From an optimization exercise on the open Yosys and OpenROAD flow, aimed at small area, a short achievable clock period and few clock cycles; shortcuts taken in it are not production practice. No functional check of the RTL was part of any run shown here.

==> flow/design.v, too long to show whole: its modules and the start of the top module <==
// module iter_heaps: 2960 lines
// module iter_merge: 467 lines
// module scan_lane: 194 lines
// module view_control: 38 lines
// module fb_write_arbiter: 89 lines
// module mandel_render_top: 108 lines
module mandel_render_top #(
	parameter int SCREEN_W = 64,
	parameter int SCREEN_H = 48,
	parameter int MAX_ITER = 256,
	parameter int NUM_LANES = 2,
	parameter fixed_point_pkg::fixed_t BASE_STEP = 27'sd393216,
	parameter int ZOOM_MAX = 8
) (
	input  logic clk,
	input  logic reset,
	input  logic zoom_in_i,
	input  logic zoom_out_i,
	input  logic pan_left_i,
	input  logic pan_right_i,
	input  logic pan_up_i,
	input  logic pan_down_i,
	output logic psel_o,
	output logic penable_o,
	output logic pwrite_o,
	output logic [18:0] paddr_o,
	output logic [7:0] pwdata_o,
	input  logic pready_i,
	output logic frame_done_o
);
  // ...
==> flow/run.sh <==
#!/bin/bash
# synth_recipe.tcl (not shown) runs the flow's synth.tcl, then flattens the netlist and writes it again
# the make line also repeats each setting of config.mk as NAME=value (left out here)
make -C /OpenROAD-flow-scripts/flow DESIGN_CONFIG=/design/flow/config.mk WORK_HOME=/design/flow/orfs CLKGATE_MAP_FILE= SYNTH_SCRIPT=/design/flow/synth_recipe.tcl finish
==> flow/config.mk <==
export PLATFORM = sky130hd
export DESIGN_NAME = mandel_render_top
export DESIGN_NICKNAME = mandel_render_top
export VERILOG_FILES = /design/flow/design.v
export SDC_FILE = /design/flow/constraint.sdc
export NUM_CORES = 4
export LEC_CHECK = 0
export CAP_MARGIN = 50
export CORE_MARGIN = 2
export CORE_UTILIZATION = 40
export SLEW_MARGIN = 50
==> flow/constraint.sdc <==
create_clock -name core_clock -period 15.0 [get_ports {clk}]
set_input_delay 3.0000 -clock core_clock [delete_from_list [all_inputs] [get_ports {clk}]]
set_output_delay 3.0000 -clock core_clock [all_outputs]
set_load 0.01 [all_outputs]
==> qor.yml, run 1 <==
outcome:
  status: "complete, no violations"
min_path:
  whs_path_depth: 0
global_routing:
  first_global_vias: 50300
  top_usage_layer: "met2"
  grt_util_met3: 0.0346
setup_path:
  critPathSlowestCell: "or3_1"
  crit_buf_inv: 3
  path_depth: 19
  endpoint: "fb_write_arbiter_i.addr_q[2][2]"
  cp_max_fo: 20
logic_synthesis:
  synth_cells: 6924
  synth_top_family_by_area: "adder cells"
  synth-edff-count: 150
  synthMuxAreaShare: 0.0205
  synthTopCellsByArea: "dfxtp_1 26%, fa_1 26%, inv_1 6.5%"
layout:
  instances_no_fill: 9214
  fin_nets: 8026
  n_fill_cell: 16800
  multi_input_comb_cells: 4184
  fin_util: 0.440
  n_antenna_cell: 4
  final_common_cell: "inv_1"
  multi_input_area_share: 0.541
  multiInputGateArea_um2: 42400
  stdcell_area_um2: 78400
  nFlopsAndLatches: 1074
floorplan:
  rows: 155
  core_region_area_um2: 178000
placement:
  hpwl_um: 133000
  postPlaceCellArea_um2: 74200
routing:
  ant_nets: 0
timing:
  hold_viol: 0
  fmax_ghz: 0.183
==> module fb_write_arbiter, before the edit <==
module fb_write_arbiter #(
	parameter int DEPTH = 4
) (
	input  logic clk,
	input  logic reset,
	input  logic flush_i,
	input  logic block_i,
	input  logic take_i,
	input  logic push_i,
	input  render_pkg::pixel_addr_t addr_i,
	input  render_pkg::color_t color_i,
	output logic credit_nx_o,
	output logic quiet_o,
	output logic psel_o,
	output logic penable_o,
	output render_pkg::pixel_addr_t paddr_o,
	output render_pkg::color_t pwdata_o,
	input  logic pready_i
);
	localparam int AW = $clog2(DEPTH);
	render_pkg::pixel_addr_t addr_q [DEPTH];
	render_pkg::color_t color_q [DEPTH];
	logic [AW-1:0] rd_q;
	logic [AW-1:0] wr_q;
	logic [DEPTH-1:0] valid_q;
	logic [AW:0] credits_q;
	logic [AW:0] credits_nx;
	logic idle_q;
	logic setup_q;
	logic bus_free;
	logic pop;
	logic start;
	assign credits_nx = flush_i ? (AW+1)'(DEPTH) :
		credits_q - (AW+1)'(take_i) + (AW+1)'(pop);
	assign credit_nx_o = flush_i || (credits_q > (AW+1)'(take_i));
	assign quiet_o = !valid_q[rd_q] && idle_q;
	assign bus_free = idle_q || (!setup_q && pready_i);
	assign pop = valid_q[rd_q] && !flush_i && bus_free;
	assign start = pop && !block_i;
	always_ff @(posedge clk)
		credits_q <= credits_nx;
	always_ff @(posedge clk) begin
		if (flush_i) begin
			rd_q <= '0;
			wr_q <= '0;
			valid_q <= '0;
		end else begin
			if (push_i) begin
				addr_q[wr_q] <= addr_i;
				color_q[wr_q] <= color_i;
				wr_q <= wr_q + 1'b1;
			end
			if (pop)
				rd_q <= rd_q + 1'b1;
			for (int k = 0; k < DEPTH; k++) begin
				if (push_i && wr_q == AW'(k))
					valid_q[k] <= 1'b1;
				else if (pop && rd_q == AW'(k))
					valid_q[k] <= 1'b0;
			end
		end
	end
	always_ff @(posedge clk) begin
		if (reset) begin
			psel_o <= 1'b0;
			penable_o <= 1'b0;
			idle_q <= 1'b1;
			setup_q <= 1'b0;
		end else if (start) begin
			psel_o <= 1'b1;
			penable_o <= 1'b0;
			idle_q <= 1'b0;
			setup_q <= 1'b1;
		end else if (setup_q) begin
			penable_o <= 1'b1;
			setup_q <= 1'b0;
		end else if (!idle_q && pready_i) begin
			psel_o <= 1'b0;
			penable_o <= 1'b0;
			idle_q <= 1'b1;
		end
	end
	always_ff @(posedge clk) begin
		if (bus_free) begin
			paddr_o <= addr_q[rd_q];
			pwdata_o <= color_q[rd_q];
		end
	end
endmodule
==> run 2: changes to the inputs <==
--- a/flow/design.v
+++ b/flow/design.v
@@ -3782,9 +3782,10 @@
 			valid_q <= '0;
 		end else begin
-			if (push_i) begin
+			if (!valid_q[wr_q]) begin
 				addr_q[wr_q] <= addr_i;
 				color_q[wr_q] <= color_i;
-				wr_q <= wr_q + 1'b1;
 			end
+			if (push_i)
+				wr_q <= wr_q + 1'b1;
 			if (pop)
 				rd_q <= rd_q + 1'b1;
==> qor.yml, run 2 <==
outcome:
  status: "complete, no violations"  # unchanged
logic_synthesis:
  ys_seq_elements: 1074  # unchanged
  yosysTopAreaCell: "dfxtp_1"  # unchanged
  synth_cells: 6938  # was 6924
  yosys-top-cells-count: "1218 x inv_1, 924 x dfxtp_1, 917 x fa_1"  # was 1242 x inv_1, 924 x dfxtp_1, 917 x fa_1
  syn_area_um2: 71700  # was 71600 um^2
  yosysTopAreaCellShare: 0.258  # about the same
  synth_cell_type_count: 96  # was 82
  synth-edff-count: 150  # unchanged
  synthTopCellsByArea: "dfxtp_1 26%, fa_1 26%, inv_1 6.4%"  # was dfxtp_1 26%, fa_1 26%, inv_1 6.5%
  synth_most_common_cell: "inv_1"  # unchanged
  async_flop_share: 0  # unchanged
  yosysSeqAreaShare: 0.321  # about the same
  synthFlopType: "dfxtp_1"  # unchanged
  yosysWarnings: 4  # unchanged
  postSynthAreaPerCell_um2: 10.3  # about the same
setup_path:
  critical_path_class: "flop to flop"  # unchanged
  critPathLaunchType: "flop"  # unchanged
  endpoint_kind: "flop"  # unchanged
  crit_required_ns: 15.55  # was 15.51 ns
  cp_max_fo: 8  # was 20
  cp.arrival_ns: 5.82  # was 5.97 ns
global_routing:
  use_met2: 0.349  # was 0.361
  met1_usage: 0.285  # was 0.271
  gr-total-overflow: 0  # unchanged
  antenna_found_initial: 3  # was 4
  grt_util_met3: 0.0348  # was 0.0346
  grt_start_max_net_pins: 105  # was 94
  grt_pass1_wl_um: 299000  # was 297000 um
  first_global_vias: 50700  # was 50300
  track_usage: 0.214  # was 0.213
  top_usage_layer: "met2"  # unchanged
cts:
  clock_latency_ns: 0.83  # was 0.82 ns
  cts_hold_buf: 0  # unchanged
  cts-resized-gates: 0  # unchanged
  cts_setup_buffers: 0  # unchanged
  cts-root-buf: "clkbuf_16"  # unchanged
  clk_pin_slew_worst_paths_ns: 0.07  # was 0.06 ns
  cts_tree: "done"  # unchanged
  cts_made_buffers: 114  # unchanged
  cts_max_level: 3  # unchanged
  clock_path_buffers: 3  # unchanged
  cts_sinks: 1074  # unchanged
layout:
  drive_above_1_share: 0.0716  # was 0.0706
  area_growth_pct: 9.43  # was 9.49%
  final_common_cell: "inv_1"  # unchanged
  fin_nets: 8045  # was 8026
  n_fill_cell: 16800  # about the same
  mostFrequentLayoutCells: "1218 x inv_1, 917 x fa_1, 881 x dfxtp_1"  # was 1243 x inv_1, 917 x fa_1, 884 x dfxtp_1
  reg_top3: "scan_lane_i.s0_sv: 52 flops, scan_lane_i.s1_sv: 52 flops, scan_lane_i.s2_sv: 52 flops"  # unchanged
  fin_util: 0.440  # about the same
timing:
  tns_ns: 0  # unchanged
  rsz0062_at_grt: "false"  # unchanged
  worst_slew_margin_rel: 0.480  # was 0.490
  worst_pin_slew_ns: 0.780  # was 0.765 ns
  slew_violations: 0  # unchanged
  final.period_utilization: 0.351  # was 0.364
  setup_viol: 0  # unchanged
  timing.hold.ws_ns: 0.298  # was 0.249 ns
  fmax_ghz: 0.190  # was 0.183 GHz
  hold_viol: 0  # unchanged
  fin_skew_ns: 0.134  # was 0.117 ns
  period_minus_slack_ns: 5.27  # was 5.46 ns
routing:
  vias: 47700  # was 47400
  drc_errors: 0  # unchanged
  drtIter0Drc: 3654  # was 3754
  ant_nets: 0  # unchanged
  avgRoutedWirePerCell_um: 20.7  # about the same
  via_per_inst: 5.17  # was 5.15
  drt_pass1_iterations: 6  # was 9
  wirelength_um: 192000  # was 190000 um
floorplan:
  rows: 155  # unchanged
  die_area_um2: 183000  # was 182000 um^2
  die_h_um: 427  # about the same
  start_util: 0.402  # about the same
  core_region_area_um2: 178000  # about the same
  die_w_um: 427  # about the same
  io_pins: 40  # unchanged
placement:
  place.gp.congestion: 0.865  # was 0.907
  portBuffers: 32  # unchanged
  hpwl_um: 133000  # about the same
run:
  drv_cap: 0  # unchanged
min_path:
  hold_class: "flop to flop"  # unchanged
## run 2: cell count changes in the layout (fill, tap and decap cells not counted), moves of 8 or more
cell      delta
clkbuf_8    -12
a31oi_1      +8
xnor2_1     -25
and2_1      +10
nand3_1     +12
nor2_1      +24
inv_1       -25
xor2_1       +8
dfxtp_2      +8
a21oi_1     -14
o21ai_0     -10
nand2_1     -11
nor3_1      +14
## run 2: path summary, 6_finish.rpt
| check | start | end | slack [ns] | depth (start not counted) |
|---|---|---|---|---|
| max | scan_lane_i.s1_a0[25] | fb_write_arbiter_i.color_q[3][1] | 9.73 | 17 |
| min | scan_lane_i.s1_sv[0] | scan_lane_i.s2_sv[0] | 0.30 | 0 |
| max reg2reg | scan_lane_i.s1_a0[25] | fb_write_arbiter_i.color_q[3][1] | 9.73 | 17 |
| min reg2reg | scan_lane_i.s1_sv[0] | scan_lane_i.s2_sv[0] | 0.30 | 0 |
## run 2: cell families after synthesis
kind of cell	after synthesis	share of synthesized area
compound gates	937	0.0874
xor+xnor	558	0.0684
fa+ha+maj	1262	0.316
buf+inv	1641	0.0864
flops	1074	0.321
mux	110	0.0205
other cells	1	0.0000523
simple gates	1355	0.100
## run 2: critical path: stages, from the launching register on
cell and delay (ns):
dfxtp_1 0.36, inv_1 0.07, fa_1 0.53, inv_1 0.05, ha_1 0.27, inv_1 0.05, fa_1 0.46, ha_1 0.22
fa_1 0.35, a31oi_1 0.30, nor3_1 0.09, or3_1 0.50, a31oi_1 0.43, nor3_1 0.10, a41oi_1 0.21, a21oi_2 0.17
a21oi_2 0.39, nor4b_1 0.52
## run 2: through the flow
step                      setup slack [ns]  std cells  cell area (um^2)
after floorplan                      10.03       6944             71700
after global placement                9.17       9013             74200
after detailed placement              9.50       9015             74400
after CTS                             9.70       9230             78400
after global routing                  9.34       9231             78500
final                                 9.73       9232             78500
## run 2: cell type report
type | count | area (um^2) | area share
inverters | 1222 | 4590 | 0.0585
well taps | 2355 | 2950 | 0.0376
diodes | 2 | 5.00 | 0.0000638
clock inverters | 65 | 860 | 0.0110
clock buffers | 150 | 3170 | 0.0404
repair buffers | 135 | 1160 | 0.0148
multi-input cells | 4229 | 42600 | 0.543
flip-flops and latches | 1074 | 23100 | 0.294
## run 2: per-layer routing
| metal | share of wire | vias up |
|---|---|---|
| met2 | 0.47 | 1668 |
| met3 | 0.068 | 402 |
| met5 | 0 | - |
| li1 | - | 21500 |
| met1 | 0.42 | 24200 |
| met4 | 0.041 | 0 |
==> run 3: changes to the inputs <==
--- a/flow/config.mk
+++ b/flow/config.mk
@@ -6,6 +6,6 @@
 export NUM_CORES = 4
 export LEC_CHECK = 0
-export CAP_MARGIN = 50
+export CAP_MARGIN = 20
 export CORE_MARGIN = 2
 export CORE_UTILIZATION = 40
-export SLEW_MARGIN = 50
+export SLEW_MARGIN = 20
==> qor.yml, run 3 <==
setup_path:
  crit_required_ns: 15.53  # was 15.55 ns
  ff2ff_setup_slack_ns: 9.64  # was 9.73 ns
  critPathTopFamily: "adder cells"  # unchanged
  endpoint_kind: "flop"  # unchanged
  cp_max_fo: 8  # unchanged
  critical_path_class: "flop to flop"  # unchanged
  critPathSlowestCell: "fa_1"  # unchanged
  cp.arrival_ns: 5.89  # was 5.82 ns
  path_cells: "inv_1 -> fa_1 -> inv_1 -> ha_1 -> inv_1 -> fa_1 -> ha_1 -> fa_1 -> a31oi_1 -> nor3_1 -> or3_1 -> a31oi_1 -> nor3_1 -> a41oi_1 -> a21oi_1 -> a21oi_2 -> nor4b_1"  # was inv_1 -> fa_1 -> inv_1 -> ha_1 -> inv_1 -> fa_1 -> ha_1 -> fa_1 -> a31oi_1 -> nor3_1 -> or3_1 -> a31oi_1 -> nor3_1 -> a41oi_1 -> a21oi_2 -> a21oi_2 -> nor4b_1
  crit_buf_inv: 3  # unchanged
  worst_path_largest_cell_delay_ns: 0.53  # about the same
  critPathLaunchType: "flop"  # unchanged
outcome:
  status: "complete, no violations"  # unchanged
logic_synthesis:
  synth_most_common_cell: "inv_1"  # unchanged
  synth-edff-count: 150  # unchanged
  async_flop_share: 0  # unchanged
  yosysTopAreaCellShare: 0.258  # unchanged
  synthTopCellsByArea: "dfxtp_1 26%, fa_1 26%, inv_1 6.4%"  # unchanged
  synth_cells: 6938  # unchanged
  synthFlopType: "dfxtp_1"  # unchanged
  syn_area_um2: 71700  # unchanged
  ys_seq_elements: 1074  # unchanged
  yosysTopAreaCell: "dfxtp_1"  # unchanged
  synth_cell_type_count: 96  # unchanged
  yosysWarnings: 4  # unchanged
  yosys-top-cells-count: "1218 x inv_1, 924 x dfxtp_1, 917 x fa_1"  # unchanged
  postSynthAreaPerCell_um2: 10.3  # unchanged
  yosysSeqAreaShare: 0.321  # unchanged
layout:
  stdcell_area_um2: 78400  # was 78500 um^2
  final_common_cell: "inv_1"  # unchanged
  instances_no_fill: 9226  # was 9232
  layout.area.seq_um2: 23100  # about the same
  n_fill_cell: 16700  # was 16800
  fin_nets: 8046  # was 8045
  mostFrequentLayoutCells: "1218 x inv_1, 917 x fa_1, 883 x dfxtp_1"  # was 1218 x inv_1, 917 x fa_1, 881 x dfxtp_1
  n_antenna_cell: 0  # was 2
  multiInputGateArea_um2: 42500  # was 42600 um^2
  reg_top3: "scan_lane_i.s0_sv: 52 flops, scan_lane_i.s1_sv: 52 flops, scan_lane_i.s2_sv: 52 flops"  # unchanged
  drive_above_1_share: 0.0687  # was 0.0716
  area_growth_pct: 9.34  # was 9.43%
floorplan:
  start_util: 0.402  # unchanged
  core_region_area_um2: 178000  # unchanged
  die_w_um: 427  # unchanged
  die_area_um2: 183000  # unchanged
  io_pins: 40  # unchanged
  rows: 155  # unchanged
  die_h_um: 427  # unchanged
placement:
  place.gp.congestion: 0.865  # unchanged
  pre_cts_ws_ns: 9.14  # was 9.50 ns
  dp_cells: 9013  # was 9015
  portBuffers: 32  # unchanged
  postPlaceCellArea_um2: 74200  # was 74400 um^2
  hpwl_um: 132000  # was 133000 um
timing:
  period_minus_slack_ns: 5.36  # was 5.27 ns
  worst_slew_margin_rel: 0.198  # was 0.480
  slew_violations: 0  # unchanged
  worst_pin_slew_ns: 1.20  # was 0.780 ns
  tns_ns: 0  # unchanged
  fmax_ghz: 0.186  # was 0.190 GHz
  setup_viol: 0  # unchanged
  finalWorstSetupSlack_ns: 9.64  # was 9.73 ns
  hold_viol: 0  # unchanged
  fin_skew_ns: 0.126  # was 0.134 ns
  final.period_utilization: 0.358  # was 0.351
  rsz0062_at_grt: "false"  # unchanged
routing:
  vias: 47700  # about the same
  drtIter0Drc: 3774  # was 3654
  drc_errors: 0  # unchanged
  ant_nets: 0  # unchanged
  wirelength_um: 191000  # was 192000 um
  avgRoutedWirePerCell_um: 20.7  # about the same
  via_per_inst: 5.17  # about the same
  drt_pass1_iterations: 6  # unchanged
cts:
  cts_sinks: 1074  # unchanged
  cts_tree: "done"  # unchanged
  cts-root-buf: "clkbuf_16"  # unchanged
  cts-resized-gates: 0  # unchanged
  clock_path_buffers: 3  # unchanged
  clk_pin_slew_worst_paths_ns: 0.06  # was 0.07 ns
  cts_hold_buf: 0  # unchanged
  cts_made_buffers: 117  # was 114
  cts_setup_buffers: 0  # unchanged
  cts_max_level: 3  # unchanged
  clock_latency_ns: 0.81  # was 0.83 ns
global_routing:
  first_global_vias: 50400  # was 50700
  grt_start_max_net_pins: 156  # was 105
  antenna_found_initial: 3  # unchanged
  track_usage: 0.213  # was 0.214
  gr-total-overflow: 0  # unchanged
  grt_pass1_wl_um: 299000  # about the same
min_path:
  hold_class: "flop to flop"  # unchanged
run:
  drv_cap: 0  # unchanged
run 3: changes by cell type in the layout (fill, tap and decap cells not counted), sizes merged, moves of 2 or more:
cell	before	now
diode	2	0
clkbuf	150	154
bufinv	12	15
clkinvlp	14	10
clkinv	36	32
buf	103	101
run 3: kinds of logic (layout without fill, tap and decap cells):
group / after synthesis / in the layout / share of synthesized area
simple gates: 1355 / 1355 / 0.100
compound gates: 937 / 937 / 0.0874
mux: 110 / 110 / 0.0205
fa+ha+maj: 1262 / 1262 / 0.316
other cells: 1 / 7 / 0.0000523
xor+xnor: 558 / 558 / 0.0684
buf+inv: 1641 / 1568 / 0.0864
flops: 1074 / 1074 / 0.321
run 3: path summary, 6_finish.rpt:
kind	from	end	cells after the start
worst max register to register	scan_lane_i.s1_a0[25]	fb_write_arbiter_i.color_q[0][1]	17
worst min register to register	scan_lane_i.s0_cr[12]	scan_lane_i.s1_cr[12]	0
worst min-delay path	scan_lane_i.s0_cr[12]	scan_lane_i.s1_cr[12]	0
worst max-delay path	scan_lane_i.s1_a0[25]	fb_write_arbiter_i.color_q[0][1]	17
run 3: area by class of cell:
cell class,count,area share
Multi-Input combinational cell,4229,0.543
Clock inverter,59,0.0115
Sequential cell,1074,0.294
Tap cell,2355,0.0376
Inverter,1222,0.0585
Timing Repair Buffer,133,0.0139
Clock buffer,154,0.0416
run 3: routing by layer:
metal,vias to the layer above,track usage,share of wire
met5,-,0,0.00017
met4,2,0.0806,0.042
met3,414,0.0342,0.063
met2,1531,0.347,0.47
met1,24200,0.285,0.42
li1,21500,-,-
run 3: worst register-to-register path, delay by kind of cell, from the launching register on:
family	cells	cell delay [ns]
flops	1	0.36
simple gates	4	1.21
fa+ha+maj	5	1.84
compound gates	5	1.58
buf+inv	3	0.17
run 3: per-stage QoR:
| stage | hold WS [ns] | utilization |
|---|---|---|
| 5_1_grt | 0.308 | 0.440 |
| 2_1_floorplan | 0.310 | - |
| 3_5_place_dp | 0.312 | 0.416 |
| 3_3_place_gp | 0.310 | 0.416 |
| 6_report | 0.305 | 0.440 |
| 4_1_cts | 0.299 | 0.440 |

[re-timing with driven ports]
The flow's constraints put no driver on any port. The routed layouts listed below were extracted and timed again, unchanged, in two steps. Step 1 (the two cells are an assumption about what drives the block):
set clk [get_ports {clk}]
set_driving_cell -lib_cell sky130_fd_sc_hd__clkbuf_16 $clk
set_driving_cell -lib_cell sky130_fd_sc_hd__buf_2 [delete_from_list [all_inputs] $clk]
Step 2 also shifts input and output timing later by t, the mid clock arrival at the registers, as if the neighbouring blocks saw the same clock. Slacks: ideal ports / drivers / drivers and shift; pairs: ideal ports / drivers.
run | t, ns | setup WS [ns] | hold WS [ns] | cell pins on the clock port's net
run 1 | 0.848 | 9.544 / 9.544 / 9.544 | 0.249 / 0.249 / 0.249 | 1
run 2 | 0.837 | 9.729 / 9.729 / 9.545 | 0.298 / 0.298 / 0.298 | 1
run 3 | 0.828 | 9.636 / 9.636 / 9.235 | 0.305 / 0.305 / 0.305 | 1
After both steps every run listed still meets setup and hold. For run 3, which loses most, drivers alone change the setup slack by 0.000 ns; drivers and shift together by -0.401 ns.
